What follows belongs to an exercise in optimizing a design on an open flow for small area, a short achievable clock period and few clock cycles per item; a production flow would make more cautious choices. RTL that was checked went through simulation tests only; none was proved equivalent to the original. No activity file was given, so power comes from the tool's default toggle rates.

Setup of old:
// stream_reader_top
module stream_reader_top (
    input  logic          clk_i,
    input  logic          rst_ni,
    input  logic          start_i,
    input  logic [255:0]  lane_cfg_i,
    output logic          done_o,
    output logic [31:0]   ar_addr_o,
    output logic          ar_valid_o,
    input  logic          ar_ready_i,
    input  logic [63:0]   r_data_i,
    input  logic          r_valid_i,
    output logic          r_ready_o,
    output logic [127:0]  data_o,
    output logic [3:0]    valid_o,
    input  logic [3:0]    ready_i
);
Size in the first run: ~860 cells after synthesis, roughly 130 flip-flops, about 500 I/O pins, ~0.010 sq mm of cells after synthesis.
==> flow/config.mk <==
export PLATFORM = sky130hd
export DESIGN_NAME = stream_reader_top
export DESIGN_NICKNAME = stream_reader_top
export VERILOG_FILES = /design/flow/design.v
export SDC_FILE = /design/flow/constraint.sdc
export NUM_CORES = 4
export LEC_CHECK = 0
export ABC_CLOCK_PERIOD_IN_PS = 2800
export CAP_MARGIN = 20
export CORE_MARGIN = 2
export CORE_UTILIZATION = 40
export SLEW_MARGIN = 20
==> flow/constraint.sdc <==
create_clock -name core_clock -period 5.5 [get_ports {clk_i}]
set_input_delay 1.1000 -clock core_clock [delete_from_list [all_inputs] [get_ports {clk_i}]]
set_output_delay 1.1000 -clock core_clock [all_outputs]
set_load 0.01 [all_outputs]
standard.sh (not shown) runs the stock make flow with config.mk's settings and CLKGATE_MAP_FILE= SYNTH_SCRIPT=/design/flow/synth_recipe.tcl, a recipe that flattens the netlist after the stock synthesis.
==> flow/flow/run.sh <==
#!/bin/bash
# Standard layout, with the smallest plain buffer on every port
set -o pipefail
export BUFFER_PORTS_ARGS="-buffer_cell sky130_fd_sc_hd__buf_1"
bash standard.sh > standard.log 2>&1
[inputs] new vs old
- removing ABC_CLOCK_PERIOD_IN_PS (formerly 2800)
==> notes.md <==
Final worst setup slack: old vs new identical
From old to new the numbers moved as follows: post-cts repair resize count neither gained nor lost much; fraction of power consumed by the clock network neither gained nor lost much; peak clock frequency supported by timing stayed essentially flat.
Compared new against old; overall power within noise.
Comparing new against old, there is no change at all in fraction of area in non-clock buffers.
Function was not checked in any run of this note: the RTL went through the layout flow alone.

* * *

Another version of the RTL of stream_reader_top (not shown whole).
For scale: about 930 cells after synthesis, about 150 flip-flops.
==> flow/config.mk <==
export PLATFORM = sky130hd
export DESIGN_NAME = stream_reader_top
export DESIGN_NICKNAME = stream_reader_top
export VERILOG_FILES = /design/flow/design.v
export SDC_FILE = /design/flow/constraint.sdc
export NUM_CORES = 4
export LEC_CHECK = 0
export CAP_MARGIN = 20
export CORE_MARGIN = 2
export CORE_UTILIZATION = 40
export SETUP_SLACK_MARGIN = 3.0
export SLEW_MARGIN = 20
==> flow/constraint.sdc <==
create_clock -name core_clock -period 5.5 [get_ports {clk_i}]
set_input_delay 1.1000 -clock core_clock [delete_from_list [all_inputs] [get_ports {clk_i}]]
set_output_delay 1.1000 -clock core_clock [all_outputs]
set_load 0.01 [all_outputs]
Scripts as last shown in full above: flow/flow/run.sh
The baseline went through all stages and came out clean.
Testbench counts at the start, summed over its fixed seeds: cycles 28,101, words 20,790.
Then changed:
SETUP_SLACK_MARGIN = 2.5   (was 3.0)
=> Via count fell by a few percent; final cell count came out lower by a few percent; fmax shrinks by a few percent.

* * *

stream_reader_top, a different RTL version from the one above (not shown whole).
Size in the first run: roughly 930 cells after synthesis, roughly 130 flip-flops, ~500 I/O pins.
==> flow/config.mk <==
export PLATFORM = sky130hd
export DESIGN_NAME = stream_reader_top
export DESIGN_NICKNAME = stream_reader_top
export VERILOG_FILES = /design/flow/design.v
export SDC_FILE = /design/flow/constraint.sdc
export NUM_CORES = 4
export LEC_CHECK = 0
export CAP_MARGIN = 20
export CORE_MARGIN = 2
export CORE_UTILIZATION = 40
export SETUP_SLACK_MARGIN = 2.85
export SLEW_MARGIN = 20
==> flow/constraint.sdc <==
create_clock -name core_clock -period 5.5 [get_ports {clk_i}]
set_input_delay 1.1000 -clock core_clock [delete_from_list [all_inputs] [get_ports {clk_i}]]
set_output_delay 1.1000 -clock core_clock [all_outputs]
set_load 0.01 [all_outputs]
==> flow/flow/run.sh <==
#!/bin/bash
# Standard layout, with the smallest plain buffer on every port and a
# clock tree of mid-size buffers without dummy loads
set -o pipefail
export BUFFER_PORTS_ARGS="-buffer_cell sky130_fd_sc_hd__buf_1"
export CTS_ARGS="-sink_clustering_enable -repair_clock_nets -dont_use_dummy_load -buf_list {sky130_fd_sc_hd__clkbuf_4 sky130_fd_sc_hd__clkbuf_8}"
bash standard.sh > standard.log 2>&1
Testbench counts at the start, summed over its fixed seeds: cycles 28,101, words 20,790.
==> next run, changes <==
--- a/flow/flow/run.sh
+++ b/flow/flow/run.sh
@@ -6 +6 @@
-export CTS_ARGS="-sink_clustering_enable -repair_clock_nets -dont_use_dummy_load -buf_list {sky130_fd_sc_hd__clkbuf_4 sky130_fd_sc_hd__clkbuf_8}"
+export CTS_ARGS="-sink_clustering_enable -repair_clock_nets -dont_use_dummy_load -sink_clustering_size 30 -sink_clustering_max_diameter 100 -buf_list {sky130_fd_sc_hd__clkbuf_4 sky130_fd_sc_hd__clkbuf_8}"
Settings changed: SETUP_SLACK_MARGIN 2.85 to 2.5.
Effect: Count of clock-buffer cells in the layout stays the same; sequential share of layout area climbs by 3.7 points; flip-flop and latch count stays the same; non-clock buffer count drops by 31; wire length drops by 6.5%; final cell count drops by 1.9%.
==> next run, changes <==
==> flow/flow/run.sh (replaced) <==
#!/bin/bash
# Standard layout, with the smallest plain buffer on every port and a
# clock tree of mid-size buffers without dummy loads
set -o pipefail
export BUFFER_PORTS_ARGS="-buffer_cell sky130_fd_sc_hd__buf_1"
export CTS_ARGS="-sink_clustering_enable -repair_clock_nets -dont_use_dummy_load -buf_list {sky130_fd_sc_hd__clkbuf_4 sky130_fd_sc_hd__clkbuf_8}"
bash standard.sh > standard.log 2>&1
Settings changed: SETUP_SLACK_MARGIN 2.5 to 2.7.
Routed wire length rose slightly.
Sequential power stays flat.
Power rose by a few percent.
==> next run, changes <==
Settings changed: SETUP_SLACK_MARGIN 2.7 to 2.5.
Outcome: Routed wire length drops by 1.3%; worst setup slack loses 0.069 ns; power is lower by 2.0%; design area fell by 1.5%; worst hold slack is about the same; via count drops by 1.3%; sequential power hardly moves; combinational power went down by about 3%; fmax falls by 2.4%.

* * *

stream_reader_top, a different RTL version from the one above (not shown whole).
Size in the first run: roughly 1000 cells after synthesis, ~500 I/O pins, ~10000 um^2 of cells after synthesis.
Settings: LEC_CHECK=0, CAP_MARGIN=20, CORE_MARGIN=2, CORE_UTILIZATION=40, SETUP_SLACK_MARGIN=2.5, SLEW_MARGIN=20; clock period 5.5 ns.
==> flow/flow/run.sh <==
#!/bin/bash
# Standard layout, with the smallest plain buffer on every port and a
# clock tree of mid-size buffers without dummy loads
set -o pipefail
export BUFFER_PORTS_ARGS="-buffer_cell sky130_fd_sc_hd__buf_1"
export CTS_ARGS="-sink_clustering_enable -repair_clock_nets -dont_use_dummy_load -buf_list {sky130_fd_sc_hd__clkbuf_4 sky130_fd_sc_hd__clkbuf_8}"
bash standard.sh > standard.log 2>&1
The baseline ran to the end with no violations.
Edit:
Settings changed: ABC_AREA from default to 1.
Result: The new run went through all stages and came out clean. Total power climbs by 6.5%. Cell count climbs by 24%. Design area hardly moves. Wire length drops by 2.3%. Setup slack gains 0.094 ns. Count of clock-buffer cells in the layout stays the same. Via count climbs by 16%. Synthesized cell count climbs by 44%. Sequential power climbs by about 3%.
No functional check of the RTL was part of any run of this note.

* * *

stream_reader_top, a different RTL version from the one above (not shown whole).
For scale: roughly 960 cells after synthesis, about 10000 um2 of cells after synthesis.
clock: 5.5 ns
lec_check: 0
cap_margin: 20
core_margin: 2
core_utilization: 60
setup_slack_margin: 2.5
slew_margin: 20
Scripts as last shown in full above: flow/flow/run.sh
The starting point aborted during 3_2_place_iop.
Testbench counts at the start, summed over its fixed seeds: cycles 28,101, words 20,790.
Rerun with:
CORE_UTILIZATION = 40   (was 60)
The changed run finished clean.
Area after synthesis does not change.
Synthesized cell count is unchanged.

* * *

run R:
stream_reader_top, a different RTL version from the one above (not shown whole).
Size: about 1000 cells after synthesis, ~500 I/O pins.
==> flow/config.mk <==
export PLATFORM = sky130hd
export DESIGN_NAME = stream_reader_top
export DESIGN_NICKNAME = stream_reader_top
export VERILOG_FILES = /design/flow/design.v
export SDC_FILE = /design/flow/constraint.sdc
export NUM_CORES = 4
export LEC_CHECK = 0
export CAP_MARGIN = 20
export CORE_MARGIN = 2
export CORE_UTILIZATION = 40
export SETUP_SLACK_MARGIN = 2.7
export SLEW_MARGIN = 20
==> flow/constraint.sdc <==
create_clock -name core_clock -period 5.5 [get_ports {clk_i}]
set_input_delay 1.1000 -clock core_clock [delete_from_list [all_inputs] [get_ports {clk_i}]]
set_output_delay 1.1000 -clock core_clock [all_outputs]
set_load 0.01 [all_outputs]
Scripts as last shown in full above: flow/flow/run.sh
Run R ended with every stage complete and zero timing, DRC or antenna violations.
Testbench counts of run R, summed over its fixed seeds: cycles 28,101, words 20,790.
Changes in run C relative to run R:
# run R
export LEC_CHECK = 0
export CAP_MARGIN = 20
export CORE_MARGIN = 2
export CORE_UTILIZATION = 40
export SETUP_SLACK_MARGIN = 2.7
export SLEW_MARGIN = 20
create_clock -name core_clock -period 5.5 [get_ports {clk_i}]
# run C
export LEC_CHECK = 0
export CAP_MARGIN = 20
export CORE_MARGIN = 2
export CORE_UTILIZATION = 40
export SETUP_SLACK_MARGIN = 2.8
export SLEW_MARGIN = 20
create_clock -name core_clock -period 5.5 [get_ports {clk_i}]
--- outcome ---
- Delta (run C minus run R): share of the clock period used by the worst path about even, synthesis-to-layout area growth rose 9.9 points, cell count rose about 1%, combinational group share of total power rose 5.1 points.
- Lower wire length after detailed routing among run R and run C: run R
- Run R and run C ended up with roughly the same total clock network power.
- Destination of the critical timing path = data_o[104]: run R; destination of the critical timing path = data_o[0]: run C

==> separate check: timing with driven ports <==
The flow's constraints put no driver on any port. The routed layouts listed below were extracted and timed again, unchanged, in two steps. Step 1, drivers: a clkbuf_16 drives clk_i and a buf_2 each remaining input, both assumed. Step 2 times the ports against the registers' clock, not the clock port: input delays grow and output delays shrink by t, the midpoint of the rising clock arrivals with the driver on. Slacks: no drivers / after step 1 / after step 2; pairs: no drivers / after step 1.
run	t, ns	slack for setup (ns)	hold WS [ns]	worst setup path at the end	cell pins on the clock port's net
old	0.468	0.909 / 0.909 / 0.609	0.521 / 0.521 / 0.521	input to register	1
new	0.468	0.909 / 0.909 / 0.609	0.521 / 0.521 / 0.521	input to register	1
the first run of note 2	0.461	2.670 / 2.625 / 2.625	0.565 / 0.565 / 0.565	input to output	1
the second run of note 2	0.456	2.560 / 2.522 / 2.393	0.515 / 0.515 / 0.515	input to register	1
the first run of note 3	0.481	2.629 / 2.629 / 2.188	0.530 / 0.530 / 0.530	input to register	1
the second run of note 3	0.475	2.580 / 2.559 / 2.179	0.522 / 0.522 / 0.522	input to register	1
the third run of note 3	0.485	2.649 / 2.629 / 2.245	0.521 / 0.521 / 0.521	input to register	1
the fourth run of note 3	0.475	2.580 / 2.559 / 2.179	0.522 / 0.522 / 0.522	input to register	1
the first run of note 4	0.487	2.497 / 2.476 / 2.156	0.478 / 0.478 / 0.478	input to register	1
the second run of note 4	0.469	2.591 / 2.548 / 2.434	0.507 / 0.507 / 0.507	input to register	1
the second run of note 5	0.485	2.524 / 2.503 / 2.075	0.475 / 0.475 / 0.475	input to register	1
run R	0.478	2.674 / 2.628 / 2.282	0.524 / 0.524 / 0.524	input to register	1
run C	0.474	2.680 / 2.633 / 2.401	0.562 / 0.562 / 0.562	input to register	1
After both steps setup and hold are still met in every run listed. For the second run of note 5, which loses most, drivers alone change the setup slack by -0.021 ns; drivers and shift together by -0.449 ns.
